Context: an optimization exercise on an open-source flow, tuned for small area. The choices shown serve that exercise and are no tape-out recipe.
No run shown here included a check of the RTL's function; only the layout flow was run.
Power and IR drop assume default switching activity.

===== design.v =====
module multi_delimiter_record_splitter_top (
	input  logic        clk,
	input  logic        arst_n,
	input  logic        data_in_valid,
	output logic        data_in_ready,
	input  logic [7:0]  data_in_data_byte,
	input  logic        data_in_end_of_input,
	output logic        data_out_valid,
	input  logic        data_out_ready,
	output logic [7:0]  data_out_out_byte,
	output logic        data_out_is_data,
	output logic        data_out_matched,
	output logic [1:0]  data_out_separator_index,
	output logic        data_out_last,
	input  logic        cfg_valid,
	output logic        cfg_ready,
	input  logic [2:0]  cfg_index,
	input  logic [63:0] cfg_data
);
	logic [3:0][7:0][7:0] ring;     
	logic [3:0][2:0]      idx;      
	logic [3:0]           dflt;     
	logic [3:0]           len_en;   
	logic [3:0][2:0]      len_m;    
	logic                 cs;
	logic                 esc_en;
	logic [7:0]           esc_b;
	assign cfg_ready = 1'b1;
	always_ff @(posedge clk) begin
		for (int k = 0; k < 4; k++) begin
			if (cfg_valid && cfg_index == 3'(k)) begin
				ring[k] <= cfg_data ^ 64'hFF00_FF00_FF00_FF00;
			end else begin
				for (int s = 1; s < 8; s++) ring[k][s] <= ~ring[k][s-1];
				ring[k][0] <= ~ring[k][7];
			end
		end
	end
	always_ff @(posedge clk or negedge arst_n) begin
		if (!arst_n) begin
			idx    <= '0;
			dflt   <= 4'hF;
			len_en <= 4'b0011;
			len_m  <= {3'd0, 3'd0, 3'd1, 3'd0};
			cs     <= 1'b1;
			esc_en <= 1'b0;
			esc_b  <= 8'h5C;
		end else begin
			for (int k = 0; k < 4; k++) begin
				if (cfg_valid && cfg_index == 3'(k)) begin
					idx[k]  <= 3'd0;
					dflt[k] <= 1'b0;
				end else begin
					idx[k] <= {idx[k][2] ^ ~(idx[k][1] | idx[k][0]), ~(idx[k][1] ^ idx[k][0]), ~idx[k][0]};
				end
			end
			if (cfg_valid) begin
				case (cfg_index)
					3'd4: begin
						for (int k = 0; k < 4; k++) begin
							len_en[k] <= (cfg_data[4*k +: 4] != 4'd0) && (cfg_data[4*k +: 4] <= 4'd8);
							len_m[k]  <= cfg_data[4*k +: 3] - 3'd1;
						end
					end
					3'd5: cs     <= cfg_data[0];
					3'd6: esc_en <= cfg_data[0];
					3'd7: esc_b  <= cfg_data[7:0];
					default: ;
				endcase
			end
		end
	end
	localparam logic [1:0] S_IDLE = 2'd0, S_PASS = 2'd1, S_INS = 2'd2, S_EMIT = 2'd3;
	logic [1:0]      st;
	logic            pf;        
	logic [3:0]      fill;
	logic [2:0]      h;         
	logic            zq;        
	logic            esc_q;
	logic            em_m;      
	logic [3:0]      act;
	logic [3:0]      hit;
	logic [3:0][7:0] pm;        
	logic [7:0][7:0] win;       
	logic            o_valid;
	logic            o_term;
	logic [7:0]      o_byte;
	logic [7:0] c;
	logic       ci;
	logic [3:0] proc_k;
	logic [3:0] nd;
	logic [3:0] nhit;
	assign c  = data_in_data_byte;
	assign ci = !cs && c[7:6] == 2'b01 && c[4:0] != 5'd0 && c[4:0] <= 5'd26;
	logic c00, c0a, c0d;
	assign c00 = (c == 8'h00);
	assign c0a = (c == 8'h0A);
	assign c0d = (c == 8'h0D);
	always_comb begin
		for (int k = 0; k < 4; k++) begin
			logic [7:0] x;
			logic       eq;
			logic       pred;
			x = c ^ ring[k][0];
			eq = (x[7:6] == 2'b00) && (x[4:0] == 5'd0) && (!x[5] || ci);
			if (dflt[k]) begin
				case (k)
					0: eq = (idx[k] == 3'd0) ? c0a : c00;
					1: eq = (idx[k] == 3'd0) ? c0d : (idx[k] == 3'd1) ? c0a : c00;
					default: eq = c00;
				endcase
			end
			proc_k[k] = (st == S_PASS) && ((idx[k] == 3'd7 && !pf) || act[k]);
			pred = (idx[k] == 3'd0) || (pm[k][7] && !zq);
			nd[k] = pred && eq;
			nhit[k] = proc_k[k] && len_en[k] && (idx[k] == len_m[k]) && nd[k];
		end
	end
	always_ff @(posedge clk) begin
		for (int k = 0; k < 4; k++) begin
			pm[k][0] <= pm[k][7];
			pm[k][1] <= proc_k[k] ? nd[k] : pm[k][0];
			for (int s = 2; s < 8; s++) pm[k][s] <= pm[k][s-1];
		end
	end
	logic       selA, selB, selF;
	logic [2:0] mA, mB, mb;
	logic [1:0] kb;
	assign selA = hit[1] && (!hit[0] || len_m[1] > len_m[0]);
	assign mA   = selA ? len_m[1] : len_m[0];
	assign selB = hit[3] && (!hit[2] || len_m[3] > len_m[2]);
	assign mB   = selB ? len_m[3] : len_m[2];
	assign selF = (hit[2] || hit[3]) && (!(hit[0] || hit[1]) || mB > mA);
	assign mb   = selF ? mB : mA;
	assign kb   = selF ? {1'b1, selB} : {1'b0, selA};
	logic is_esc;
	logic o_free;
	logic aligned;      
	logic ins_ok;
	logic take;
	logic ins;
	logic pop;
	logic term;
	logic [2:0] thr;
	assign is_esc  = esc_en && (c == esc_b);
	assign o_free  = !o_valid || data_out_ready;
	assign aligned = (h + fill[2:0]) == 3'd0;
	assign ins_ok  = (fill == 4'd0) || (h == 3'd0);
	assign thr     = em_m ? mb : 3'd0;
	always_comb begin
		take = 1'b0;
		ins  = 1'b0;
		pop  = 1'b0;
		term = 1'b0;
		case (st)
			S_IDLE: take = data_in_valid && !o_valid && (data_in_end_of_input || (!esc_q && is_esc));
			S_PASS: take = pf && (h == 3'd7) && (hit != 4'd0);
			S_INS: begin
				ins  = ins_ok;
				take = ins_ok;
			end
			default: begin
				if (fill > {1'b0, thr}) pop = o_free && aligned;
				else term = o_free;
			end
		endcase
	end
	assign data_in_ready = take;
	always_ff @(posedge clk) begin
		for (int s = 1; s < 8; s++) win[s] <= win[s-1];
		win[0] <= ins ? c : win[7];
	end
	always_ff @(posedge clk or negedge arst_n) begin
		if (!arst_n) begin
			st    <= S_IDLE;
			pf    <= 1'b0;
			fill  <= '0;
			h     <= '0;
			zq    <= 1'b1;
			esc_q <= 1'b0;
			o_valid <= 1'b0;
		end else begin
			h   <= ins ? 3'd0 : {h[2] ^ (h[1] & h[0]), h[1] ^ h[0], ~h[0]};
			if (st == S_PASS && h == 3'd7) pf <= !pf;
			if (o_free) o_valid <= 1'b0;
			case (st)
				S_IDLE: begin
					if (data_in_valid && !o_valid) begin
						if (data_in_end_of_input) begin
							st    <= S_EMIT;
							zq    <= 1'b1;
						end else if (esc_q) begin
							st <= S_INS;
						end else if (is_esc) begin
							esc_q <= 1'b1;
						end else if (h == 3'd7) begin
							st <= S_PASS;
						end
					end
				end
				S_PASS: begin
					if (pf && h == 3'd7) begin
						if (hit != 4'd0) begin
							st   <= S_EMIT;
							zq   <= 1'b1;
						end else begin
							st <= S_INS;
						end
					end
				end
				S_INS: begin
					if (ins_ok) begin
						st    <= S_IDLE;
						zq    <= esc_q;
						esc_q <= 1'b0;
						if (fill == 4'd8) begin
							o_valid <= 1'b1;
						end else begin
							fill <= fill + 4'd1;
						end
					end
				end
				default: begin
					if (pop) begin
						fill    <= fill - 4'd1;
						o_valid <= 1'b1;
					end else if (term) begin
						fill    <= 4'd0;
						o_valid <= 1'b1;
						esc_q   <= 1'b0;
						st      <= S_IDLE;
					end
				end
			endcase
		end
	end
	always_ff @(posedge clk) begin
		act <= proc_k & {idx[3] != 3'd0, idx[2] != 3'd0, idx[1] != 3'd0, idx[0] != 3'd0};
		if (st == S_PASS) hit <= hit | nhit;
		else if (st == S_IDLE && data_in_valid && !o_valid) hit <= '0;
	end
	always_ff @(posedge clk) begin
		if (pop || (ins && fill == 4'd8)) o_byte <= win[7];
		else if (term) o_byte <= 8'h00;
		if (pop || ins) o_term <= 1'b0;
		else if (term) o_term <= 1'b1;
		if (st == S_IDLE && data_in_valid && !o_valid && data_in_end_of_input) em_m <= 1'b0;
		else if (st == S_PASS && pf && h == 3'd7 && hit != 4'd0) em_m <= 1'b1;
	end
	assign data_out_valid           = o_valid;
	assign data_out_out_byte        = o_byte;
	assign data_out_is_data         = !o_term;
	assign data_out_matched         = o_term && em_m;
	assign data_out_separator_index = (o_term && em_m) ? kb : 2'd0;
	assign data_out_last            = o_term || (st != S_EMIT);
endmodule

===== run.sh =====
#!/bin/bash
# synth_recipe.tcl (not shown) runs the flow's synth.tcl, then flattens the netlist and writes it again
# the make line also repeats each setting of config.mk as NAME=value (left out here)
make -C /OpenROAD-flow-scripts/flow DESIGN_CONFIG=/design/flow/config.mk WORK_HOME=/design/flow/orfs CLKGATE_MAP_FILE= SYNTH_SCRIPT=/design/flow/synth_recipe.tcl finish

===== constraint.sdc =====
create_clock -name core_clock -period 20.0 [get_ports {clk}]
set_input_delay 4.0000 -clock core_clock [delete_from_list [all_inputs] [get_ports {clk}]]
set_output_delay 4.0000 -clock core_clock [all_outputs]
set_load 0.01 [all_outputs]

===== config.mk =====
export PLATFORM = sky130hd
export DESIGN_NAME = multi_delimiter_record_splitter_top
export DESIGN_NICKNAME = multi_delimiter_record_splitter_top
export VERILOG_FILES = /design/flow/design.v
export SDC_FILE = /design/flow/constraint.sdc
export NUM_CORES = 4
export LEC_CHECK = 0
export CAP_MARGIN = 20
export CORE_MARGIN = 2
export CORE_UTILIZATION = 70
export CTS_BUF_LIST = sky130_fd_sc_hd__clkbuf_4
export SLEW_MARGIN = 20

==> results of run 1 <==
-- power by group --
part,total (uW),switching (uW),internal [uW]
sequential,1210,128,1090
clock,693,327,366
combinational,465,249,216
total,2370,704,1670
-- layout make-up --
type | instances | area share [%]
multi-input combinational | 814 | 31.3
tap | 270 | 1.98
antenna | 1 | 0.0147
timing repair buffer | 101 | 5.81
sequential | 425 | 52.3
inverter | 43 | 0.947
clock buffer | 148 | 6.52
clock inverter | 29 | 1.08
-- layout by cell type (no fill, tap or decap), drive strengths merged, types with 3 or more instances in the layout --
cell / instances
inv: 46
nand2b: 14
a211o: 6
a21oi: 158
ha: 35
dfstp: 13
nor4: 11
nor3: 11
or3: 4
o21ai: 43
xnor2: 24
and3b: 3
or2: 4
dfrtp: 42
dfxtp: 358
mux2i: 119
o31ai: 4
xor2: 37
and3: 3
nand2: 53
edfxtp: 12
buf: 7
and2: 17
a211oi: 5
clkdlybuf4s50: 94
clkbuf: 148
o22ai: 4
a21o: 4
o311ai: 3
nand4: 7
clkinv: 23
nor2b: 9
nor2: 175
nand3: 11
mux2: 13
-- through the flow --
| stage | utilization, % | hold slack (ns) | instance area (um^2) |
|---|---|---|---|
| floorplan | - | 0.310 | 14600 |
| global placement | 77.3 | 0.310 | 15700 |
| detailed placement | 77.3 | 0.312 | 15700 |
| CTS | 83.7 | 0.289 | 17000 |
| global route | 83.7 | 0.297 | 17000 |
| finish | 83.7 | 0.303 | 17000 |
-- final timing paths --
path                                       from            end  slack [ns]
max in group asynchronous                arst_n       esc_b[7]       16.08
min                                      win[7]        win[15]        0.30
max                        data_in_data_byte[1]  data_in_ready        9.37
min in group asynchronous                arst_n        idx[11]        3.43
min reg2reg                              win[7]        win[15]        0.30
max reg2reg                            len_m[1]      o_byte[4]       14.28
-- kinds of logic after synthesis --
logic type,Yosys count,share of synthesized area [%]
buffers and inverters,105,2.72
AO/OA/AOI/OAI,253,9.90
XOR/XNOR,62,3.81
adder cells (fa/ha/maj),36,3.13
flip-flops,425,61.0
multiplexers,132,9.15
other,1,0.0257
AND/OR/NAND/NOR,330,10.2
-- flip-flops by register name, indices dropped and copies added (netlist names), 2 cells and up --
| name | cells |
|---|---|
| ring | 256 |
| win | 64 |
| pm | 32 |
| idx | 12 |
| len_m | 12 |
| esc_b | 8 |
| o_byte | 8 |
| act | 4 |
| dflt | 4 |
| fill | 4 |
| hit | 4 |
| len_en | 4 |
| h | 3 |
| st | 2 |
-- layer usage --
metal	track usage, %	routed length [um]	vias to the layer above
met2	51.2	16000	337
li1	-	-	4911
met3	7.12	1840	91
met5	0	0	-
met1	37.8	13800	4747
met4	14.8	1420	0
==> notes.md, run 1 <==
Timing
Setup violations remaining at the end of the flow were counted as 0. The shortest period the worst path allows is approximately 11 ns. The worst pin sits at a relative slew slack of roughly 33%.

For the pin with the worst max-slew slack, the measured transition is 1.01 ns. The final-report max-slew violation count is 0. The sum of negative setup slack is 0 ns. Derived from the worst setup path, the maximum achievable clock frequency is roughly 0.094 GHz. The worst path uses ~53% of the clock period. Setup repair after global routing left no endpoint under its margin.

The total count of hold-check failures in the final report is 0. Once routing completed, OpenROAD measured the worst setup slack at about 9.4 ns. Between clock sinks in the finished design, the worst skew comes to slightly above 0.03 ns.

Worst setup path
STA classifies the critical path startpoint as an input port. The cell count of the worst reg-to-reg path is 16. The top fanout value on the critical path is 13. The largest individual stage delay along the critical path comes from the cell sky130_fd_sc_hd__clkdlybuf4s50_1. Walking the worst path, the cells encountered are clkdlybuf4s50_1 -> xor2_1 -> nor4_1 -> nand4_1 -> o21ba_2 -> o21ai_0 -> clkdlybuf4s50_1.

The worst setup path is captured at a primary output. The cell family contributing the most delay on the critical path is buffers and inverters. The data required time of the critical path is 16.00 ns. The critical path depth in cells is 7. In this design, the stage delay of the slowest critical-path cell is 0.81 ns.

Among the stages of the critical path, the cell type that occurs most often is sky130_fd_sc_hd__clkdlybuf4s50_1. Counting both buffers and inverters, the worst setup path holds a total of 2. The kind of critical path is input port to primary output. The endpoint arrival time on the critical path is 6.63 ns.

Global routing
Global routing finished with a remaining overflow of 0. The global-route total usage across every layer is a little under a third. The wire length of the first global-routing pass is 52.5 mm. The number of global-route vias before repair is a little over 10000. Entering global routing, the biggest net connects 84 pins. The number of antenna violations at the first check in global routing came to 2.

Drt
The post-detailed-route count of antenna-violating nets is 0. The routed design has 33.1 mm of wire. The routed via count is a little over 10000. The number of violations reported at the end of detailed-routing iteration 0 is 577. Dividing the detail-routed wire length by the instance count gives around 18 um. The number of iterations in the first detailed-routing pass is 5.

In the routed design, unresolved DRC markers number 0. In the routed layout, each cell is associated on average with a via count of 5.51.

Synthesis
In the post-synthesis netlist, the cell with the most instances is sky130_fd_sc_hd__dfxtp_1. The number of synthesized flops with an enable pin is 12. Counting every instance in the synthesized netlist gives 1344. The synthesized design spends more area on one cell type than any other, namely sky130_fd_sc_hd__dfxtp_1.

The async set or reset register ratio after synthesis is 12.9%. After synthesis, flip-flops and latches occupy between 60% and 70% of the total area. The mapped netlist covers ~0.015 mm^2.

For this run, the number of Yosys warnings is 1. The net count after synthesis is roughly 1500. The area share of the largest cell type after synthesis is about half. Counting flops and latches in the post-synthesis netlist gives ~430. The commonest register cell after synthesis is sky130_fd_sc_hd__dfxtp_1. Yosys attributes the largest share of cell area to sky130_fd_sc_hd__dfxtp_1, sky130_fd_sc_hd__mux2i_1, sky130_fd_sc_hd__dfrtp_1, sky130_fd_sc_hd__a21oi_1, sky130_fd_sc_hd__nor2_1. Averaged over all synthesized cells, the footprint is ~11 um^2.

The synthesized netlist contains 67 unique library cells. Counting instances in the post-synthesis netlist gives the leading cell types as sky130_fd_sc_hd__dfxtp_1, sky130_fd_sc_hd__nor2_1, sky130_fd_sc_hd__a21oi_1, sky130_fd_sc_hd__mux2i_1, sky130_fd_sc_hd__nand2_1.

Floorplan
The floorplan step set the die width to approximately 150 um. The number of cell rows is 52. The area inside the core boundary is about 0.02 mm^2.

The die outline area is 0.0221 mm^2. During I/O placement, the number of pins put on the boundary was 97. The die is roughly 150 um tall. The initial utilization of the core area, before any placement, comes to between 70% and 80%.

Clock network
The root buffer cell chosen for the clock tree is sky130_fd_sc_hd__clkbuf_4. The number of buffers added to fix hold violations after cts is 0. The clock transition at the register clock pins on the worst setup and hold paths after CTS is about 0.070 ns. The clock latency on the worst-skew pair is between 0.7 and 0.8 ns. The number of buffers inserted during clock tree synthesis is between 90 and 100. The maximum count of clock buffers along a single path is 3.

The TritonCTS clock tree is built. The sink count of the clock tree is between 400 and 500. The count of cells resized by post-cts repair is 0.

CTS built an H-tree with a depth of 3. The count of buffers added by post-CTS timing repair for setup is 0.

Flow run
The number of max-cap violations is 0.

Pwr
The completed layout was analyzed and its total power is roughly 2400 uW. The standby leakage power is 0.00776 uW. The worst-case IR drop observed on VDD is ~0.000096 V.

For this design the ratio of total power to cell area is roughly 140 mW/mm^2.

Place
After detailed placement, the design holds a cell count of 1653. The count of input and output buffers is 95. Routability-driven placement finished with a final weighted congestion of approximately 0.9. The detailed placement HPWL is 21.9 mm. The post-placement setup slack is between 9 and 10 ns.

Cells and area
Counting the fill cells in the layout gives between 1000 and 1500. Across the whole layout, storage elements account for ~0.0089 mm^2. In the final design database the tool counted 1600 nets. The count of cells in the finished layout, fillers not included, comes to ~1800. The fraction of final layout cells with drive strength greater than 1 is 13.1%. The area of the multi-input gates is ~0.0053 mm^2. Compared with the post-synthesis result, the final layout area differs by 16.6%.

Status
The flow ran to the end and the layout has no timing, DRC or antenna violations.

Worst hold path
The tightest min-delay check is of the register to register type. The worst hold path was traced through 0 stages.
==> run 2, diff against run 1 <==
--- a/config.mk
+++ b/config.mk
@@ -10,3 +10,3 @@
 export CORE_UTILIZATION = 70
-export CTS_BUF_LIST = sky130_fd_sc_hd__clkbuf_4
+export CTS_BUF_LIST = sky130_fd_sc_hd__clkbuf_2
 export SLEW_MARGIN = 20
==> notes.md, run 2 <==
Cells and area
In the final layout, the registers with the most flip-flops are ring: 256 flops, win: 64 flops, pm: 32 flops. The register with the most flip-flops in the layout has around 260 of them. The area of all placed cells without fillers is about 0.017 mm^2. The top cell types in the final layout, fill and taps aside, are sky130_fd_sc_hd__dfxtp_1, sky130_fd_sc_hd__nor2_1, sky130_fd_sc_hd__a21oi_1. The area growth from synthesis to layout is 13.6%. The post-route netlist has between 10% and 20% of its cells at a drive strength greater than 1. The count of nets after finishing is between 1500 and 2000. The library cell used most frequently in the layout, excluding fill and tap cells, is sky130_fd_sc_hd__dfxtp_1. The top register by number of flip-flops is ring.

Synthesis
The commonest register cell after synthesis is sky130_fd_sc_hd__dfxtp_1. Sequential elements use 61.0% of the synthesized area. The area share of xor/xnor cells in the synthesized design is under 10%. Sorting the synthesized cells by how often they occur yields sky130_fd_sc_hd__dfxtp_1, sky130_fd_sc_hd__nor2_1, sky130_fd_sc_hd__a21oi_1, sky130_fd_sc_hd__mux2i_1, sky130_fd_sc_hd__nand2_1. For this run, the number of Yosys warnings is 1. The adder and majority gate portion of the synthesized area is between 3 and 4%. The dominant combinational cell family by area after synthesis is simple AND/OR/NAND/NOR gates. The number of cells produced by synthesis is ~1300. The most used standard cell by instance count after synthesis is sky130_fd_sc_hd__dfxtp_1. Yosys attributes the largest share of cell area to sky130_fd_sc_hd__dfxtp_1, sky130_fd_sc_hd__mux2i_1, sky130_fd_sc_hd__dfrtp_1, sky130_fd_sc_hd__a21oi_1, sky130_fd_sc_hd__nor2_1.

The number of nets in the synthesized netlist is between 1000 and 1500. The average instance in the mapped netlist occupies around 11 um^2. The cell area that synthesis handed to floorplanning was 0.0146 mm^2. Counting flops with a built-in enable in the synthesized netlist gives 12. The synthesized netlist contains 67 unique library cells. The register bit count reported by yosys is 425. sky130_fd_sc_hd__dfxtp_1 takes more of the synthesized area than any other cell. The area share of the largest cell type after synthesis is just under 50%. The async set or reset register ratio after synthesis is about an eighth. Summing the areas of all compound-gate instances in the mapped netlist gives around 10% of the synthesized area. In the synthesized netlist, mux cells make up a little under a tenth of the area.

The simple logic cell fraction of the synthesized area is 10.2%.

Drt
The routed via count is about 10000. For this block, the initial DRC count from the detailed router was 601. Once detail routing completed, the nets flagged for antenna violations numbered 0.

The number of iterations in the first detailed-routing pass is 6. Dividing the detail-routed wire length by the instance count gives about 18 um. The routed wire length is 32.0 mm. In the routed design, unresolved DRC markers number 0. Dividing the detail-routed via count by the number of cells gives approximately 5.5.

Timing
The period utilization is 53.1%. The relative slew slack is roughly 34%. Static timing analysis puts the maximum clock frequency at roughly 0.094 GHz. Setup violations remaining at the end of the flow were counted as 0. The transition time at the pin with the least slew margin is 0.996 ns.

The final-report max-slew violation count was 0. The clock arrives with roughly 0.077 ns of skew. Setup repair after global routing left no endpoint under its margin.

The total count of hold-check failures in the final report came to 0. The post-layout worst setup margin is 9.39 ns. For the final routed database, the setup TNS stands at 0 ns. The shortest period the worst path allows is approximately 11 ns.

Floorplan
The width of the chip is between 100 and 150 um. The top-level port count is 97. The height of the die is 149 um. Row generation in the floorplan step produced 52 rows.

The initial utilization of the core area, before any placement, comes to 71.8%. The die outline area is ~0.022 mm^2. The core region is ~0.020 mm^2.

Clock network
The root cell of the clock tree is sky130_fd_sc_hd__clkbuf_2. The clock latency on the worst-skew pair is about 0.9 ns. The number of buffers added to fix hold violations after cts is 0. The clock transition at the register clock pins on the worst setup and hold paths after CTS is ~0.12 ns. The H-tree generated during clock tree synthesis spans 3 levels. The sink count of the clock tree is ~430.

Once the clock tree was built, the resizer swapped 0 gates to a different size. The number of clock buffers added by TritonCTS is 96. TritonCTS built the clock tree. The count of buffers added by post-CTS timing repair for setup is 0.

Counting along the longest clock path gives a buffer depth of 3.

Place
Summing all placed instances gives a cell area of ~0.016 mm^2. The final weighted congestion in routability-driven placement is slightly below 0.9. The count of input and output buffers is 95. The post-placement setup slack is roughly 9.4 ns. The detailed placement HPWL is around 22 mm.

Pwr
In this run the power density over the cells is approximately 130 mW/mm^2. The standby leakage power is roughly 0.0077 uW. The peak supply drop is between 0.00007 and 0.00008 V.

Worst setup path
The endpoint kind of the worst setup timing path is a primary output. At the worst endpoint, the required time is ~16 ns. The endpoint arrival time on the critical path is between 6 and 7 ns.

Along the worst path, the maximum fanout reaches 13. The launching element type of the critical path is an input port. The critical path is of the input port to primary output type.

Status
The flow ran to the end and the layout has no timing, DRC or antenna violations.

Flow run
The tool flagged a number of max-cap violations equal to 0.

Worst hold path
The worst hold-check path type is register to register.

Global routing
The number of global-route vias before repair was between 10000 and 15000. The total congestion overflow after global routing is 0. The number of antenna violations at the first check in global routing is 1. The first global-routing pass estimated 51.3 mm of wire.

Entering global routing, the biggest net connects 84 pins. Across every metal layer, demand over resource in global routing totals between 20% and 30%.
[run 2: cell type report]
| type | instances | area, um^2 |
|---|---|---|
| diodes | 1 | 2.50 |
| clock buffers | 144 | 721 |
| clock inverters | 24 | 133 |
| fillers | 1274 | 3760 |
| inverters | 43 | 161 |
| multi-input cells | 814 | 5340 |
| flip-flops and latches | 425 | 8920 |
| well taps | 270 | 338 |
| repair buffers | 101 | 991 |
[run 2: logic make-up after synthesis]
logic type | count (synthesis)
AND/OR/NAND/NOR | 330
multiplexers | 132
XOR/XNOR | 62
other | 1
buffers and inverters | 105
AO/OA/AOI/OAI | 253
adder cells (fa/ha/maj) | 36
flip-flops | 425
[run 2: through the flow]
| step | utilization [%] | hold WS, ns | cells | power (uW) |
|---|---|---|---|---|
| 2_1_floorplan | - | 0.310 | 1344 | 1500 |
| 3_3_place_gp | 77.3 | 0.310 | 1653 | 1660 |
| 3_5_place_dp | 77.3 | 0.312 | 1653 | 1680 |
| 4_1_cts | 81.5 | 0.255 | 1821 | 2200 |
| 5_1_grt | 81.5 | 0.284 | 1822 | 2320 |
| 6_report | 81.5 | 0.250 | 1822 | 2190 |
[run 2: worst max-delay path, cell delays in order]
cell                              delay, ns
sky130_fd_sc_hd__clkdlybuf4s50_1       0.79
sky130_fd_sc_hd__xor2_1                0.29
sky130_fd_sc_hd__nor4_1                0.29
sky130_fd_sc_hd__nand4_1               0.24
sky130_fd_sc_hd__o21ba_2               0.26
sky130_fd_sc_hd__o21ai_0               0.17
sky130_fd_sc_hd__clkdlybuf4s50_1       0.56
[run 2: worst paths after layout]
| check | slack, ns | startpoint | endpoint | depth (start not counted) |
|---|---|---|---|---|
| setup / recovery | 9.39 | data_in_data_byte[1] | data_in_ready | 7 |
| min in group asynchronous | 3.25 | arst_n | h[0] | 2 |
| hold / removal | 0.25 | win[7] | win[15] | 0 |
| setup reg to reg | 14.30 | len_m[1] | o_byte[4] | 16 |
| hold reg to reg | 0.25 | win[7] | win[15] | 0 |
| max in group asynchronous | 16.24 | arst_n | esc_b[5] | 2 |
[run 2: routing by layer]
metal  vias up  GRT usage, %  wire length [um]
li1       4902             -                 -
met1      4708          38.2             13900
met2       290          48.8             15200
met3        78          6.60              1570
met4         0          13.5              1330
met5         -             0                 0
[run 2: power by group]
part / switching, uW / internal, uW
Combinational: 245 / 216
Clock: 317 / 205
Sequential: 125 / 1080
==> run 3, diff against run 2 <==
==> flow/run.sh (new file) <==
#!/bin/bash
# Own layout flow: the standard flow (the standard.sh, standard synthesis
# unchanged) with the smallest buffer on the ports and a clock tree built
# without dummy loads. Every tool's output goes to standard.log here, and ORFS
# keeps per-step logs under orfs/logs.
export BUFFER_PORTS_ARGS="-buffer_cell sky130_fd_sc_hd__buf_1"
export CTS_ARGS="-sink_clustering_enable -repair_clock_nets -dont_use_dummy_load -buf_list sky130_fd_sc_hd__clkbuf_2"
bash standard.sh > standard.log 2>&1
==> standard.sh (new file) <==
#!/bin/bash
# synth_recipe.tcl (not shown) runs the flow's synth.tcl, then flattens the netlist and writes it again
# the make line also repeats each setting of config.mk as NAME=value (left out here)
make -C /OpenROAD-flow-scripts/flow DESIGN_CONFIG=/design/flow/config.mk WORK_HOME=/design/flow/orfs CLKGATE_MAP_FILE= SYNTH_SCRIPT=/design/flow/synth_recipe.tcl "${@:-finish}"
--- a/config.mk
+++ b/config.mk
@@ -10,3 +10,2 @@
 export CORE_UTILIZATION = 70
-export CTS_BUF_LIST = sky130_fd_sc_hd__clkbuf_2
 export SLEW_MARGIN = 20
removed: run.sh
==> notes.md, run 3 <==
Synthesis
In this run, distinct cell masters in the synthesized netlist total 67. Summing every instance area after synthesis gives 0.0146 mm^2. The area share of the largest cell type after synthesis is between 40% and 50%. After synthesis, the most frequently instantiated cells are sky130_fd_sc_hd__dfxtp_1, sky130_fd_sc_hd__nor2_1, sky130_fd_sc_hd__a21oi_1, sky130_fd_sc_hd__mux2i_1, sky130_fd_sc_hd__nand2_1. The number of synthesized flops with an enable pin is 12.

Summing the areas of all and, or, nand and nor instances in the mapped netlist gives between 10% and 20% of the synthesized area. The synthesized netlist devotes around a tenth of its cell area to compound gates. The cell count after synthesis came out at roughly 1300. The number of warnings printed during yosys synthesis is 1. After synthesis, flip-flops and latches occupy slightly above 60% of the total area. Synthesis produced a netlist with a net count of between 1000 and 1500.

The most used standard cell by instance count after synthesis is sky130_fd_sc_hd__dfxtp_1. Summing the areas of all fa, ha and maj instances in the mapped netlist gives ~3.1% of the synthesized area. The area share of xor/xnor cells in the synthesized design is roughly 3.8%. The register bit count reported by yosys is 425. The async set or reset register ratio after synthesis is 12.9%. After synthesis, the cell types taking the most area are sky130_fd_sc_hd__dfxtp_1, sky130_fd_sc_hd__mux2i_1, sky130_fd_sc_hd__dfrtp_1, sky130_fd_sc_hd__a21oi_1, sky130_fd_sc_hd__nor2_1. The mux contribution to synthesized area is between 9 and 10%.

The most area-hungry cell type in the Yosys netlist is sky130_fd_sc_hd__dfxtp_1. The most used flip-flop cell after synthesis is sky130_fd_sc_hd__dfxtp_1. The dominant combinational cell family by area after synthesis is simple AND/OR/NAND/NOR gates. The average instance in the mapped netlist occupies 10.9 um^2.

Cells and area
The largest registers in the layout are ring: 256 flops, win: 64 flops, pm: 32 flops. The area of all placed cells without fillers is 0.0156 mm^2. The top cell types in the final layout, fill and taps aside, are sky130_fd_sc_hd__dfxtp_1, sky130_fd_sc_hd__nor2_1, sky130_fd_sc_hd__a21oi_1. The register with the most flip-flops in the layout has approximately 260 of them. Ranked by flip-flop count, first place goes to ring. Measured on the finished design, the core utilization comes to around 77%. Relative to the synthesized area, the layout overhead comes to 6.97%. At the end of the flow, the number of nets in the layout was 1597. The non-filler instance count after layout is around 1800. Leaving out fill and tap cells, the most frequent cell in the layout is sky130_fd_sc_hd__dfxtp_1.

In the final layout, the share of cells above drive strength 1 is around 9.7%.

Worst setup path
The setup path with the least slack is of type input port to primary output. The launching element type of the critical path is an input port. Grouping stages by cell kind, the critical path spends the most delay in buffers and inverters. STA puts the critical path data required time at ~16 ns. Counting both buffers and inverters, the worst setup path holds a total of 2.

The endpoint arrival time on the critical path is approximately 6 ns. The endpoint kind of the worst setup timing path is a primary output. For this run, the slowest stage of the critical path takes between 0.5 and 0.6 ns.

The most numerous cell type found on the critical path is sky130_fd_sc_hd__buf_1. The signal on the critical path passes through buf_1 -> xor2_1 -> nor4_1 -> nand4_1 -> o21ba_2 -> o21ai_0 -> buf_1. The top fanout value on the critical path is 13. The cell type of the slowest stage on the worst timing path is sky130_fd_sc_hd__buf_1.

Timing
The shortest period the worst path allows is 9.97 ns. The total count of hold-check failures in the final report is 0. Based on the critical path, the design can be clocked at up to ~0.1 GHz.

The final-report max-slew violation count was 0. The sum of negative setup slack is 0 ns. Setup repair after global routing left no endpoint under its margin. In this run the tightest slew margin relative to its limit is approximately a third.

The worst hold slack is 0.284 ns. Across the routed clock network, the largest skew measured is around 0.15 ns. The final setup violation count is 0. In the finished design, the share of the clock period the worst path needs comes to 49.8%. For the pin with the worst max-slew slack, the measured transition is a little under 1 ns.

Floorplan
The number of cell rows is 52. The starting density of the core is 71.8%. The die is between 100 and 150 um tall. The top-level port count is 97. Measured along the x axis, the die boundary spans around 150 um.

The core region is just over 0.02 mm^2. The die outline area is between 0.02 and 0.025 mm^2.

Drt
The via density per instance is 5.63. The remaining routing DRC violations is 0. The number of violations reported at the end of detailed-routing iteration 0 is 476.

The routed via count is between 9000 and 10000. Wires add up to 31.6 mm. Wire segments on met2 add up to between 15 and 20 mm in the final route. After detailed routing, the average wire length per cell comes to approximately 18 um. The highest metal layer with signal wires is met4. The detail route stage leaves a number of antenna-violating nets equal to 0.

The length of routed wiring on met1 is 13.8 mm. The met3 wire length is between 1.5 and 2 mm. The number of iterations in the first detailed-routing pass is 5.

Clock network
Counting along the longest clock path gives a buffer depth of 3. The number of buffers inserted during clock tree synthesis is 95. CTS saw roughly 430 sinks. The count of buffers added by post-CTS timing repair for setup is 0. The number of buffers added to fix hold violations after cts is 0. The number of H-tree levels is 3. The clock transition at the register clock pins on the worst setup and hold paths after CTS is approximately 0.1 ns.

The count of cells resized by post-cts repair is 0. At the later pin of the worst-skew pair, clock insertion delay measures between 0.9 and 1 ns. The root cell of the clock tree is sky130_fd_sc_hd__clkbuf_2. TritonCTS built the clock tree.

Status
The flow ran to the end and the layout has no timing, DRC or antenna violations.

Place
The total placed cells including tap cells is between 1500 and 2000. The final weighted congestion in routability-driven placement is 0.861. The detailed placement HPWL is roughly 22 mm.

The count of input and output buffers is 95. The post-detailed-placement cell area is ~0.015 mm^2.

Pwr
The standby leakage power is about 0.0071 uW. The total power per unit cell area is approximately 130 mW/mm^2. The worst-case IR drop observed on VDD is 0.0000755 V.

Flow run
The number of max-cap violations is 0.

Global routing
Entering global routing, the biggest net connects 82 pins. The number of antenna violations at the first check in global routing was 2. The wire length of the first global-routing pass is slightly above 50 mm. The global-route total usage across every layer is about 30%. The number of global-route vias before repair came to around 10000. The total congestion overflow after global routing is 0.

Worst hold path
The min-delay analysis places its worst path in the category register to register.
## run 3: cell types whose count changed in the layout (fill, tap and decap cells not counted), sizes merged
cell	before	now
clkdlybuf4s50	94	0
buf	7	100
clkbuf	144	96
clkinv	19	0
inv	47	43
diode	1	3
bufinv	1	0
## run 3: final cells by class
| class | count | area [um^2] |
|---|---|---|
| multi-input cells | 814 | 5330 |
| flip-flops and latches | 425 | 8920 |
| fillers | 1440 | 4730 |
| inverters | 43 | 161 |
| repair buffers | 101 | 403 |
| well taps | 270 | 338 |
| clock buffers | 95 | 475 |
| diodes | 3 | 7.51 |
## run 3: per-layer routing
| metal | global-route usage [%] | vias up |
|---|---|---|
| met5 | 0 | - |
| met4 | 13.0 | 0 |
| met3 | 6.23 | 79 |
| met2 | 48.6 | 286 |
| met1 | 38.0 | 4671 |
| li1 | - | 4827 |
## run 3: where the power goes
group	switching, uW	leakage [uW]	internal [uW]
Sequential	124	0.00377	1080
Combinational	243	0.00297	190
Clock	277	0.000395	123
Total	644	0.00713	1400
## run 3: per-stage QoR
stage                     setup slack (ns)  total power [uW]
after global routing                  9.92              2160
final                                10.03              2040
after detailed placement             10.01              1650
after global placement               10.18              1630
after floorplan                      10.70              1500
after CTS                            10.01              2050
## run 3: path summary, 6_finish.rpt
path,depth (start not counted),to,slack [ns],start
setup / recovery,7,data_in_ready,10.03,data_in_data_byte[1]
hold / removal,0,win[34],0.28,win[26]
setup reg to reg,16,o_byte[7],14.29,len_m[1]
hold reg to reg,0,win[34],0.28,win[26]
max in group asynchronous,2,idx[4],16.13,arst_n
min in group asynchronous,2,fill[3],3.24,arst_n
## run 3: kinds of logic after synthesis
family | after synthesis
flip-flops | 425
XOR/XNOR | 62
AO/OA/AOI/OAI | 253
AND/OR/NAND/NOR | 330
buffers and inverters | 105
other | 1
multiplexers | 132
adder cells (fa/ha/maj) | 36
==> run 4, diff against run 3 <==
--- a/flow/run.sh
+++ b/flow/run.sh
@@ -6,3 +6,3 @@
 export BUFFER_PORTS_ARGS="-buffer_cell sky130_fd_sc_hd__buf_1"
-export CTS_ARGS="-sink_clustering_enable -repair_clock_nets -dont_use_dummy_load -buf_list sky130_fd_sc_hd__clkbuf_2"
+export CTS_ARGS="-sink_clustering_enable -repair_clock_nets -dont_use_dummy_load -buf_list sky130_fd_sc_hd__clkbuf_4"
 bash standard.sh > standard.log 2>&1
==> notes.md, run 4 <==
Pwr
In this run the static leakage power is a little over 0.007 uW. Cell internal power was estimated by the tool at around 1500 uW. In this run the power spent charging and discharging nets is between 600 and 700 uW. Net switching is just over 30% of the power.

For this design the ratio of total power to cell area is around 130 mW/mm^2. The peak supply drop is around 0.000081 V. Sequential cells account for ~56% of the total power.

Per report_power, the clock group accounts for a little under a quarter of the total. Of the total power, combinational logic draws between 20% and 30%.

Drt
In the routed layout, each cell is associated on average with a via count of ~5.7. For this block, the initial DRC count from the detailed router was roughly 500. Summing over every cut layer, the via total after detailed routing is 9906. The first detailed-routing pass ran for 5 iterations.

The post-detailed-route count of antenna-violating nets is 0. The routed wire length is about 32 mm. The remaining routing DRC violations is 0. The routed length per placed instance is between 15 and 20 um.

Timing
The final-report max-slew violation count is 0. The largest clock skew in the final design is between 0.08 and 0.09 ns. Setup violations remaining at the end of the flow were counted as 0. The post-layout worst setup margin is 10.05 ns. Setup repair after global routing left no endpoint under its margin. Headroom to the max-slew limit came out at 34.5%. The tightest hold path in the finished design has a slack of around 0.27 ns. After layout, the worst path uses 49.8% of the clock period. The shortest period the worst path allows is between 9 and 10 ns. Summed over all failing endpoints, the final setup total negative slack is 0 ns. The total count of hold-check failures in the final report is 0. For the pin with the worst max-slew slack, the measured transition is 0.983 ns. The fmax is about 0.1 GHz.

Status
The run finished with no timing, DRC or antenna violations.

Synthesis
By area the synthesized netlist is led by sky130_fd_sc_hd__dfxtp_1, sky130_fd_sc_hd__mux2i_1, sky130_fd_sc_hd__dfrtp_1, sky130_fd_sc_hd__a21oi_1, sky130_fd_sc_hd__nor2_1. The synthesized area per cell is 10.9 um^2. Counting every instance in the synthesized netlist gives between 1000 and 1500.

For this run, the number of Yosys warnings is 1. Counting flops with a built-in enable in the synthesized netlist gives 12. The commonest cells after synthesis are sky130_fd_sc_hd__dfxtp_1, sky130_fd_sc_hd__nor2_1, sky130_fd_sc_hd__a21oi_1, sky130_fd_sc_hd__mux2i_1, sky130_fd_sc_hd__nand2_1.

The area share of the largest cell type after synthesis is between 40 and 50%. The register bit count reported by yosys is roughly 430. The area of the mapped netlist is between 0.01 and 0.015 mm^2. Of all cell types, the one taking the most synthesized area is sky130_fd_sc_hd__dfxtp_1. The most used standard cell by instance count after synthesis is sky130_fd_sc_hd__dfxtp_1. The number of different library cells in the post-synthesis netlist is 67.

Counting flops with an async set or reset pin after synthesis yields a share of approximately 13%. The proportion of synthesized chip area in sequential cells is around three fifths. In the synthesized netlist the dominant register cell turns out to be sky130_fd_sc_hd__dfxtp_1. The net count after synthesis is 1461.

Global routing
The number of antenna violations at the first check in global routing came to 2. The first global-routing pass estimated 51.2 mm of wire. Entering global routing, the biggest net connects between 80 and 90 pins.

The global-route total usage across every layer is between 20 and 30%. After global routing the overflow that remains totals 0. The number of global-route vias before repair was 10000.

Clock network
The maximum count of clock buffers along a single path is 3. The TritonCTS clock tree is built. The clock transition at the register clock pins on the worst setup and hold paths after CTS is approximately 0.070 ns. The count of cells resized by post-cts repair is 0. The tree is rooted in a sky130_fd_sc_hd__clkbuf_4.

In this run the post-CTS setup repair buffer count came out at 0. Counting every sink on the clock net gives 425. The number of buffers inserted during clock tree synthesis is 98. For the worst-skew pair, the clock arrives at the later sink with an insertion delay of ~0.71 ns.

For this design, the CTS-stage hold fixing added 0 buffers. The number of H-tree levels is 3.

Worst setup path
The signal on the critical path passes through buf_1 -> xor2_1 -> nor4_1 -> nand4_1 -> o21ba_2 -> o21ai_0 -> buf_1. Data arrives at the worst endpoint at just under 6 ns. By instance count, the cell type seen most on the critical path is sky130_fd_sc_hd__buf_1.

The endpoint kind of the worst setup timing path is a primary output. The worst setup path is launched from an input port. The data required time of the critical path is between 15 and 20 ns. The slowest stage of the critical path belongs to the cell sky130_fd_sc_hd__buf_1. The cell count of the worst reg-to-reg path is 16. The kind of critical path is input port to primary output. In this design, the stage delay of the slowest critical-path cell is 0.58 ns. The top fanout value on the critical path is 13.

Place
Once placement finished, the instance area stood at 0.0152 mm^2. The final weighted congestion in routability-driven placement is ~0.86. The count of input and output buffers is 95.

The post-placement setup slack is between 10 and 15 ns. The detailed placement HPWL is ~22 mm.

Cells and area
The library cell used most frequently in the layout, excluding fill and tap cells, is sky130_fd_sc_hd__dfxtp_1. The top cell types in the final layout, fill and taps aside, are sky130_fd_sc_hd__dfxtp_1, sky130_fd_sc_hd__nor2_1, sky130_fd_sc_hd__a21oi_1. The fraction of final layout cells with drive strength greater than 1 is under 10%. The area of all placed cells without fillers is 0.0159 mm^2. Once layout is complete, the utilization of the core stands at around four fifths. Compared with the post-synthesis result, the final layout area differs by 8.73%. The top register by number of flip-flops is ring.

The register with the most flip-flops in the layout has about 260 of them. The largest registers in the layout are ring: 256 flops, win: 64 flops, pm: 32 flops. The net count of the finished layout is 1600.

Flow run
The number of max-cap violations is 0.

Worst hold path
The tightest min-delay check is of the register to register type. The cell depth of the worst min-delay path is 0.

Floorplan
The die outline area is 0.0221 mm^2. The floorplan step set the die height to ~150 um. Row generation in the floorplan step produced 52 rows. The top-level port count is between 90 and 100.

Once the floorplan was initialized, standard cells occupied approximately 72% of the core. The area inside the core boundary is 0.0204 mm^2. The width of the chip is between 100 and 150 um.
run 4: path summary, 6_finish.rpt:
kind / from / end / slack (ns)
max in group asynchronous: arst_n / idx[4] / 15.99
min in group asynchronous: arst_n / st[0] / 3.46
worst max register to register: len_m[1] / o_byte[0] / 14.24
worst min register to register: win[26] / win[34] / 0.27
worst max-delay path: data_in_data_byte[1] / data_in_ready / 10.05
worst min-delay path: win[26] / win[34] / 0.27
run 4: metal layers:
metal | wire, um | share of wire (%) | GRT usage (%)
met5 | 0 | 0 | 0
met4 | 1040 | 3.2 | 14.4
met3 | 1460 | 4.5 | 5.77
met2 | 15500 | 48 | 49.2
met1 | 14000 | 44 | 38.1
run 4: worst max-delay path: cells and delay by family:
| family | cells | cell delay [ns] |
|---|---|---|
| xor gates and xnor gates | 1 | 0.13 |
| and+or+nand+nor | 2 | 0.57 |
| buffers and inverters | 2 | 0.76 |
| AOI/OAI and AO/OA | 2 | 0.48 |
run 4: cell type report:
| class | count | area, um^2 |
|---|---|---|
| Inverter | 43 | 161 |
| Timing Repair Buffer | 101 | 403 |
| Clock buffer | 98 | 736 |
| Multi-Input combinational cell | 814 | 5330 |
| Tap cell | 270 | 338 |
| Antenna cell | 2 | 5.00 |
| Fill cell | 1380 | 4470 |
| Sequential cell | 425 | 8920 |
run 4: cell families (layout without fill, tap and decap cells):
logic type / Yosys count / in the layout / synth area share, %
fa+ha+maj: 36 / 36 / 3.13
mux: 132 / 132 / 9.15
xor+xnor: 62 / 62 / 3.81
other cells: 1 / 3 / 0.0257
buf+inv: 105 / 242 / 2.72
flops: 425 / 425 / 61.0
simple gates: 330 / 330 / 10.2
compound gates: 253 / 253 / 9.90
run 4: power by group through the flow:
stage	Clock (uW)	Sequential, uW	Combinational (uW)
final	502	1210	432
after global routing	553	1230	487
after CTS	515	1210	432
after detailed placement	0	1220	428
after global placement	0	1220	412
after floorplan	0	1170	326
run 4: stage by stage:
stage          power, uW  instances
6_report            2140       1753
5_1_grt             2270       1753
4_1_cts             2160       1751
3_5_place_dp        1650       1653
3_3_place_gp        1630       1653
2_1_floorplan       1500       1344
==> run 5, diff against run 4 <==
--- a/design.v
+++ b/design.v
@@ -28,12 +28,27 @@
 	assign cfg_ready = 1'b1;
-	always_ff @(posedge clk) begin
+	logic [3:0]            we_k;
+	logic [3:0]            we_n;
+	logic [7:0][7:0]       wr_b;      
+	logic [3:0][7:0][7:0]  ring_d;
+	always_comb begin
 		for (int k = 0; k < 4; k++) begin
-			if (cfg_valid && cfg_index == 3'(k)) begin
-				ring[k] <= cfg_data ^ 64'hFF00_FF00_FF00_FF00;
-			end else begin
-				for (int s = 1; s < 8; s++) ring[k][s] <= ~ring[k][s-1];
-				ring[k][0] <= ~ring[k][7];
-			end
-		end
-	end
+			we_k[k] = cfg_valid && cfg_index == 3'(k);
+			we_n[k] = !we_k[k];
+		end
+		for (int s = 0; s < 8; s++) wr_b[s] = s[0] ? cfg_data[8*s +: 8] : ~cfg_data[8*s +: 8];
+	end
+	for (genvar k = 0; k < 4; k++) begin : g_ring
+		for (genvar s = 0; s < 8; s++) begin : g_slot
+			for (genvar b = 0; b < 8; b++) begin : g_bit
+				mdrs_ring_step u_step (
+					.we   (we_k[k]),
+					.we_n (we_n[k]),
+					.d    (wr_b[s][b]),
+					.q    (ring[k][(s + 7) % 8][b]),
+					.y    (ring_d[k][s][b])
+				);
+			end
+		end
+	end
+	always_ff @(posedge clk) ring <= ring_d;
 	always_ff @(posedge clk or negedge arst_n) begin
@@ -256 +271,10 @@
 endmodule
+module mdrs_ring_step (
+	input  logic       we,
+	input  logic       we_n,
+	input  logic d,
+	input  logic q,
+	output logic y
+);
+	assign y = ~((we_n | d) & (we | q));
+endmodule
--- a/flow/run.sh
+++ b/flow/run.sh
@@ -6,3 +6,3 @@
 export BUFFER_PORTS_ARGS="-buffer_cell sky130_fd_sc_hd__buf_1"
-export CTS_ARGS="-sink_clustering_enable -repair_clock_nets -dont_use_dummy_load -buf_list sky130_fd_sc_hd__clkbuf_4"
+export CTS_ARGS="-sink_clustering_enable -repair_clock_nets -dont_use_dummy_load -buf_list sky130_fd_sc_hd__clkbuf_8 -sink_clustering_size 20 -sink_clustering_max_diameter 40"
 bash standard.sh > standard.log 2>&1
--- a/config.mk
+++ b/config.mk
@@ -11 +11,3 @@
 export SLEW_MARGIN = 20
+export SYNTH_HIERARCHICAL = 1
+export SYNTH_MINIMUM_KEEP_SIZE = 0
==> notes.md, run 5 <==
Synthesis
The area share of the largest cell type after synthesis is a little over 50%. Sorting the synthesized cells by how often they occur yields sky130_fd_sc_hd__dfxtp_1, sky130_fd_sc_hd__o22ai_1, sky130_fd_sc_hd__inv_1, sky130_fd_sc_hd__nand2_1, sky130_fd_sc_hd__nor2_1. The mapped netlist covers 0.0140 mm^2. Sequential elements use a little under two thirds of the synthesized area. The number of different library cells in the post-synthesis netlist is 70.

sky130_fd_sc_hd__dfxtp_1 is the most common cell in the netlist. The synthesized area per cell is around 11 um^2. For this run, the number of Yosys warnings is 7.

The commonest register cell after synthesis is sky130_fd_sc_hd__dfxtp_1. Counting every instance in the synthesized netlist gives 1225. After synthesis the netlist holds a flip-flop and latch count of about 430. Yosys attributes the largest share of cell area to sky130_fd_sc_hd__dfxtp_1, sky130_fd_sc_hd__o22ai_1, sky130_fd_sc_hd__dfrtp_1, sky130_fd_sc_hd__ha_1, sky130_fd_sc_hd__edfxtp_1.

Summed over all instances, the cell type with the most area after synthesis is sky130_fd_sc_hd__dfxtp_1. When the netlist entered floorplanning its net count stood at ~1300. Of all flip-flops after synthesis, the portion carrying an async set or reset was between 10% and 20%. The synthesized design contains 12 enable-type register cells.

Timing
The shortest period the worst path allows is 9.75 ns. For the pin with the worst max-slew slack, the measured transition is 0.899 ns. The relative slew slack is roughly two fifths.

Of the available clock period, the critical path in the final layout requires between 40% and 50%. Hold timing on the final database bottoms out at a slack of just under 0.3 ns. Setup repair after global routing left no endpoint under its margin. The total count of hold-check failures in the final report is 0.

Setup total negative slack on the finished layout was measured at 0 ns. Across all setup checks in the final design, the least slack found is approximately 10 ns. The clock arrives with 0.0684 ns of skew. The final-report max-slew violation count is 0. The fmax is between 0.1 and 0.15 GHz. Setup violations remaining at the end of the flow were counted as 0.

Place
After detailed placement, the total cell area comes to roughly 0.015 mm^2. In this run the tool buffered the top-level ports with 95 buffer cells. The congestion estimate from routability-driven global placement came to about 0.92. The post-placement setup slack is about 10 ns. The detailed placement HPWL is around 21 mm.

Global routing
The first global-routing pass estimated 51.7 mm of wire. Global routing used a little under a third of the available tracks across all layers. The number of global-route vias before repair is between 9000 and 10000. The number of antenna violations at the first check in global routing is 0.

The total congestion overflow after global routing is 0. The largest net degree at the start of global routing is 69.

Drt
The routed length per placed instance is about 20 um. The number of violations reported at the end of detailed-routing iteration 0 is 693. The routed wire length is approximately 32 mm.

The detailed router placed about 10000 vias in this run. The post-detailed-route count of antenna-violating nets is 0. For this run, the detailed router's first-pass iteration total came to 5. After detailed routing, the number of remaining DRC violations is 0.

After detailed routing, the number of vias per cell comes to about 6.2.

Cells and area
For this run, the post-layout net count is ~1500. The number of fill cells in the layout is approximately 1300. Relative to the synthesized area, the layout overhead comes to 8.22%. The storage element area is 0.00892 mm^2. The top register by number of flip-flops is ring. The number of flip-flops in the largest register is ~260. The antenna diode count is 0. In the layout the commonest cells are sky130_fd_sc_hd__dfxtp_1, sky130_fd_sc_hd__o22ai_1, sky130_fd_sc_hd__buf_1. The most common cell after layout, fill and taps aside is sky130_fd_sc_hd__dfxtp_1. The area of the multi-input gates is roughly 0.0047 mm^2. The area of all placed cells without fillers is 0.0152 mm^2.

The largest registers in the layout are ring: 256 flops, win: 64 flops, pm: 32 flops. The fraction of final layout cells with drive strength greater than 1 is a little over 7%.

Clock network
At the later pin of the worst-skew pair, clock insertion delay measures between 0.5 and 0.6 ns. The number of buffers inserted during clock tree synthesis is 38. The maximum count of clock buffers along a single path is 3. The count of buffers added by post-CTS timing repair for setup is 0. The root cell of the clock tree is sky130_fd_sc_hd__clkbuf_8.

After clock tree synthesis, the clock-pin slew on the worst setup and hold paths is approximately 0.090 ns. The count of cells resized by post-cts repair is 0. The number of buffers added to fix hold violations after cts is 0.

The sink count of the clock tree is 425. The H-tree was split into 2 levels. TritonCTS built the clock tree.

Worst setup path
The register-to-register path setup slack is around 14 ns. The top fanout value on the critical path is 9. Data on the critical path arrives at its endpoint at 5.75 ns.

The worst setup path is captured at a primary output. The most common cell type on the critical path is sky130_fd_sc_hd__buf_1. The cell type of the slowest stage on the worst timing path is sky130_fd_sc_hd__buf_1. The launching element type of the critical path is an input port. For this run, the slowest stage of the critical path takes 0.58 ns.

Counting both buffers and inverters, the worst setup path holds a total of 2. At the worst endpoint, the required time is ~16 ns. The cell count of the worst reg-to-reg path is 16. The kind of critical path is input port to primary output.

Counting buffers and inverters, the worst setup path is 7 cells deep. The signal on the critical path passes through buf_1 -> xnor2_1 -> nand4_1 -> nor4_1 -> o21ai_0 -> nand2_1 -> buf_1. In this design, the largest share of critical-path delay is due to buffers and inverters.

Status
The flow ran to the end and the layout has no timing, DRC or antenna violations.

Floorplan
Once the floorplan was initialized, standard cells occupied 71.7% of the core. The number of cell rows is 51. The die is 146 um tall. The top-level port count is slightly below 100. After floorplanning, the core was sized to cover about 0.02 mm^2.

The die outline area is about 0.021 mm^2. The width of the chip is around 150 um.

Pwr
The standby leakage power is a little over 0.006 uW. The post-route total power is approximately 2100 uW. The total power per unit cell area is ~140 mW/mm^2. The worst-case IR drop observed on VDD is 0.0000911 V.

Flow run
The number of max-cap violations is 0.

Worst hold path
The worst hold path was traced through 0 stages. In this run the worst hold path is classified as register to register.
## run 5: cell count changes after synthesis, sizes merged, moves of 15 or more
cell	change
a21oi	-138
clkbuf	-36
inv	+33
mux2i	-119
nor2	-132
o22ai	+255
xor2	-15
## run 5: power breakdown
part           internal [uW]  switching, uW  leakage (uW)
combinational            201            257       0.00207
sequential              1080            124       0.00376
clock                    170            246      0.000273
## run 5: routing by layer
layer,GRT usage (%),up-vias,share of wire [%]
met5,0,-,0
met4,10.9,0,3.4
met3,4.98,74,5.6
met2,50.1,337,48
met1,41.1,4839,43
li1,-,4723,-
## run 5: through the flow
step	utilization (%)	cells
after floorplan	-	1225
after global placement	74.9	1572
after global routing	77.6	1610
final	77.6	1610
after detailed placement	74.9	1572
after CTS	77.6	1610
## run 5: worst reg2reg max path, cell delays in order (launching register included)
cell                       delay, ns
sky130_fd_sc_hd__dfrtp_1        0.42
sky130_fd_sc_hd__inv_1          0.08
sky130_fd_sc_hd__ha_1           0.30
sky130_fd_sc_hd__nor2b_1        0.13
sky130_fd_sc_hd__o21a_1         0.24
sky130_fd_sc_hd__o2111a_1       0.25
sky130_fd_sc_hd__or3_1          0.41
sky130_fd_sc_hd__ha_1           0.32
sky130_fd_sc_hd__nor2b_1        0.13
sky130_fd_sc_hd__o21a_1         0.18
sky130_fd_sc_hd__o221ai_1       0.49
sky130_fd_sc_hd__o311ai_0       0.26
sky130_fd_sc_hd__o31ai_1        0.13
sky130_fd_sc_hd__ha_1           0.28
sky130_fd_sc_hd__a41oi_1        0.40
sky130_fd_sc_hd__nand3_1        0.34
sky130_fd_sc_hd__a31oi_1        0.82
## run 5: per-module statistics from Yosys (local to each module, per instance)
| module | flip-flops and latches | cell area [um^2] |
|---|---|---|
| multi_delimiter_record_splitter_top | 425 | 12400 |
| mdrs_ring_step | 0 | 6.26 |
## run 5: final timing paths
path,from,endpoint
hold / removal,pm[12],pm[13]
setup reg to reg,len_m[7],o_byte[1]
hold reg to reg,pm[12],pm[13]
max in group asynchronous,arst_n,o_valid
setup / recovery,data_in_data_byte[4],data_in_ready
min in group asynchronous,arst_n,idx[9]
## run 5: kinds of logic (layout without fill, tap and decap cells)
family	count (synthesis)	in the layout	share of synthesized area, %
adder cells (fa/ha/maj)	36	36	3.26
multiplexers	8	8	0.641
AND/OR/NAND/NOR	215	215	8.05
buffers and inverters	98	218	3.10
other	1	1	0.0267
XOR/XNOR	59	59	3.79
flip-flops	425	425	63.5
AO/OA/AOI/OAI	383	383	17.6
## run 5: cell type report
type                       instances  share of cell area [%]
sequential                       425                    58.7
multi-input combinational        702                    31.0
clock buffer                      38                    3.44
timing repair buffer             104                    2.80
tap                              265                    2.18
inverter                          76                    1.88
==> run 6, diff against run 5 <==
--- a/flow/run.sh
+++ b/flow/run.sh
@@ -6,3 +6,3 @@
 export BUFFER_PORTS_ARGS="-buffer_cell sky130_fd_sc_hd__buf_1"
-export CTS_ARGS="-sink_clustering_enable -repair_clock_nets -dont_use_dummy_load -buf_list sky130_fd_sc_hd__clkbuf_8 -sink_clustering_size 20 -sink_clustering_max_diameter 40"
+export CTS_ARGS="-sink_clustering_enable -repair_clock_nets -dont_use_dummy_load -buf_list sky130_fd_sc_hd__clkbuf_4 -sink_clustering_size 12 -sink_clustering_max_diameter 40"
 bash standard.sh > standard.log 2>&1
==> notes.md, run 6 <==
Global routing
The number of antenna violations at the first check in global routing is 1. Global routing used a little over 30% of the available tracks. The number of global-route vias before repair is between 9000 and 10000. Global routing consumed, on the met3 layer, under 10% of the routing resources. Entering global routing, the biggest net connects 69 pins. In this run the most used layer during global routing was met2. The wire length of the first global-routing pass is between 50 and 60 mm. In the global route stage, met1 resource usage came out at approximately two fifths.

For met2 alone, demand over resource in global routing was between 40% and 50%. After global routing the overflow that remains totals 0.

Synthesis
The most area-hungry cell type in the Yosys netlist is sky130_fd_sc_hd__dfxtp_1. By area the synthesized netlist is led by sky130_fd_sc_hd__dfxtp_1, sky130_fd_sc_hd__o22ai_1, sky130_fd_sc_hd__dfrtp_1, sky130_fd_sc_hd__ha_1, sky130_fd_sc_hd__edfxtp_1. The number of different library cells in the post-synthesis netlist is 70. In this run, synthesis inferred 12 flip-flops with an integrated enable.

Of the post-synthesis cell area, the dominant cell type holds between 50% and 60%. After synthesis the netlist holds a flip-flop and latch count of roughly 430. The area of the mapped netlist is 0.0140 mm^2. Synthesis produced a netlist whose cell count is between 1000 and 1500. The synthesized area per cell is roughly 11 um^2.

The net count after synthesis is between 1000 and 1500. The number of warnings printed during yosys synthesis is 7. The commonest cells after synthesis are sky130_fd_sc_hd__dfxtp_1, sky130_fd_sc_hd__o22ai_1, sky130_fd_sc_hd__inv_1, sky130_fd_sc_hd__nand2_1, sky130_fd_sc_hd__nor2_1. The commonest register cell after synthesis is sky130_fd_sc_hd__dfxtp_1. The async set or reset register ratio after synthesis is roughly 13%. The most used standard cell by instance count after synthesis is sky130_fd_sc_hd__dfxtp_1. Sequential elements use 63.5% of the synthesized area.

Drt
The routed wire length is 31.5 mm. In the final routed layout, each cell accounts on average for roughly 19 um. The post-detailed-route count of antenna-violating nets is 0.

The number of iterations in the first detailed-routing pass is 5. The remaining routing DRC violations is 0. The via density per instance is ~6.1.

In this run, the number of DRC markers left after iteration 0 of detailed routing was 620. Summing over every cut layer, the via total after detailed routing is slightly below 10000.

Place
The detailed placement HPWL is around 21 mm. Routability-driven placement finished with a final weighted congestion of roughly 0.9. The count of input and output buffers is between 90 and 100.

Prior to clock tree synthesis, the placed netlist has a worst setup slack of between 10 and 15 ns.

Clock network
The maximum count of clock buffers along a single path is 3. The clock latency on the worst-skew pair is 0.69 ns. The count of buffers added by post-CTS timing repair for setup is 0.

The H-tree generated during clock tree synthesis spans 2 levels. After clock tree synthesis, the clock-pin slew on the worst setup and hold paths is between 0.1 and 0.15 ns. Once the clock tree was built, the resizer swapped 0 gates to a different size. The TritonCTS clock tree is built. For this design, the sink count on the clock tree is around 430.

The number of buffers inserted during clock tree synthesis is 45. The number of buffers added to fix hold violations after cts is 0. The root cell of the clock tree is sky130_fd_sc_hd__clkbuf_4.

Cells and area
The count of nets after finishing is about 1500. The library cell used most frequently in the layout, excluding fill and tap cells, is sky130_fd_sc_hd__dfxtp_1. The number of flip-flops in the largest register is between 200 and 300.

In the layout the commonest cells are sky130_fd_sc_hd__dfxtp_1, sky130_fd_sc_hd__o22ai_1, sky130_fd_sc_hd__buf_1. The area growth from synthesis to layout is 6.92%. The largest registers in the layout are ring: 256 flops, win: 64 flops, pm: 32 flops.

The top register by number of flip-flops is ring. The post-route netlist has around 7.5% of its cells at a drive strength greater than 1.

Timing
Timing would allow up to 0.103 GHz. The worst pin sits at a relative slew slack of between 30% and 40%. Setup violations remaining at the end of the flow were counted as 0. After routing, the total negative slack on setup checks comes to 0 ns.

The largest clock skew in the final design is 0.109 ns. In the post-route analysis, the smallest setup slack over all paths is a little over 10 ns. After layout, the worst path uses just under 50% of the clock period. The transition time at the pin with the least slew margin is roughly 0.9 ns. Setup repair after global routing left no endpoint under its margin.

The final-report max-slew violation count is 0. The shortest period the worst path allows is 9.67 ns. The total count of hold-check failures in the final report is 0.

Pwr
The post-route total power is ~2000 uW. Across the VDD grid, the largest voltage drop is between 0.00008 and 0.00009 V. In this run the power density over the cells is ~130 mW/mm^2. In this run the static leakage power is between 0.006 and 0.007 uW.

Flow run
The number of max-cap violations is 0.

Floorplan
The die outline area is about 0.021 mm^2. The die is 146 um wide. The floorplan step set the die height to 146 um.

Row generation in the floorplan step produced 51 rows. The starting density of the core is a little under three quarters. For this design the top-level I/O count stands at 97. The region available for standard cell placement spans between 0.015 and 0.02 mm^2.

Status
The run finished with no timing, DRC or antenna violations.

Worst setup path
STA classifies the critical path startpoint as an input port. The data required time of the critical path is 16.00 ns. In this run the worst path has a maximum fanout of 13. At the worst endpoint, the arrival time is 5.67 ns. By startpoint and endpoint, the worst setup path is classified as input port to primary output. STA classifies the critical path endpoint as a primary output.

Worst hold path
In this run the worst hold path is classified as register to register.
[run 6: cell count changes in the layout (fill, tap and decap cells not counted), sizes merged]
cell    change
clkbuf      +7
diode       +1
[run 6: cell families (layout without fill, tap and decap cells)]
logic type,Yosys count,after routing,share of synthesized area [%]
AO/OA/AOI/OAI,383,383,17.6
XOR/XNOR,59,59,3.79
adder cells (fa/ha/maj),36,36,3.26
buffers and inverters,98,225,3.10
flip-flops,425,425,63.5
multiplexers,8,8,0.641
other,1,2,0.0267
AND/OR/NAND/NOR,215,215,8.05
[run 6: path summary, 6_finish.rpt]
path / start / to / slack (ns) / cells after the start
setup reg to reg: len_m[7] / o_byte[1] / 14.38 / 16
min in group asynchronous: arst_n / len_m[5] / 3.45 / 2
setup / recovery: data_in_data_byte[1] / data_in_ready / 10.33 / 7
hold reg to reg: pm[12] / pm[13] / 0.30 / 0
hold / removal: pm[12] / pm[13] / 0.30 / 0
max in group asynchronous: arst_n / o_valid / 16.01 / 2
[run 6: layout make-up]
class / count / area, um^2
Sequential cell: 425 / 8920
Timing Repair Buffer: 104 / 425
Fill cell: 1396 / 4570
Antenna cell: 1 / 2.50
Inverter: 76 / 285
Clock buffer: 45 / 338
Multi-Input combinational cell: 702 / 4720
Tap cell: 265 / 332
[run 6: metrics by stage]
stage	hold WS [ns]	utilization, %	cells	instance area [um^2]
after global placement	0.310	74.9	1572	14700
after CTS	0.300	76.6	1617	15000
after detailed placement	0.312	74.9	1572	14700
after floorplan	0.310	-	1225	14000
final	0.300	76.7	1618	15000
after global routing	0.295	76.7	1618	15000
[run 6: Yosys stat by module (local to each module, per instance)]
module	times used	flops+latches
multi_delimiter_record_splitter_top	1	425
mdrs_ring_step	256	0
[run 6: power by group]
part           total, uW  switching, uW  internal [uW]
registers           1210            124           1080
logic                457            256            201
clock network        344            240            104
total               2010            619           1390
[run 6: worst max-delay path: stages]
cell and delay (ns):
sky130_fd_sc_hd__buf_1 0.55, sky130_fd_sc_hd__xnor2_1 0.20, sky130_fd_sc_hd__nand2_1 0.09, sky130_fd_sc_hd__nor4_1 0.44, sky130_fd_sc_hd__o21ai_0 0.14, sky130_fd_sc_hd__nand2_1 0.09, sky130_fd_sc_hd__buf_1 0.15
[run 6: routing by layer]
layer,vias up,share of wire [%]
met3,72,5.7
met5,-,0
met4,0,3.0
met1,4753,43
li1,4758,-
met2,327,48

## what the ideal ports hide
No port has a modelled driver above. Below, the same layouts with a new extraction and two added sets of constraints.
Step 1 sets driving cells, clkbuf_16 on the clock port and buf_2 on the other inputs (assumed; they add their load-dependent delay and slew).
Step 2 moves the port delays by t, midway between the first and last clock arrival at a register: inputs arrive t later, outputs are due t later. That takes back most of the time a late clock gives input paths.
a / b / c = ideal ports / drivers / drivers and shift; a / b = the first two.
run	t (ns)	setup slack, ns	hold WS [ns]	worst slew at a driven data input, ns	pins driven straight from the clock port
run 1	0.754	9.375 / 9.350 / 9.350	0.303 / 0.303 / 0.303	0.09	1
run 2	0.901	9.388 / 9.364 / 9.364	0.250 / 0.250 / 0.250	0.09	1
run 3	0.885	10.033 / 9.994 / 9.994	0.284 / 0.284 / 0.284	0.09	1
run 4	0.725	10.048 / 10.008 / 10.008	0.271 / 0.271 / 0.271	0.08	1
run 5	0.560	10.251 / 10.224 / 10.224	0.295 / 0.295 / 0.295	0.06	1
run 6	0.685	10.332 / 10.307 / 10.307	0.300 / 0.300 / 0.300	0.06	1
After both steps setup and hold are still met in every run listed. For run 4, which loses most, drivers alone change the setup slack by -0.040 ns; drivers and shift together by -0.040 ns.
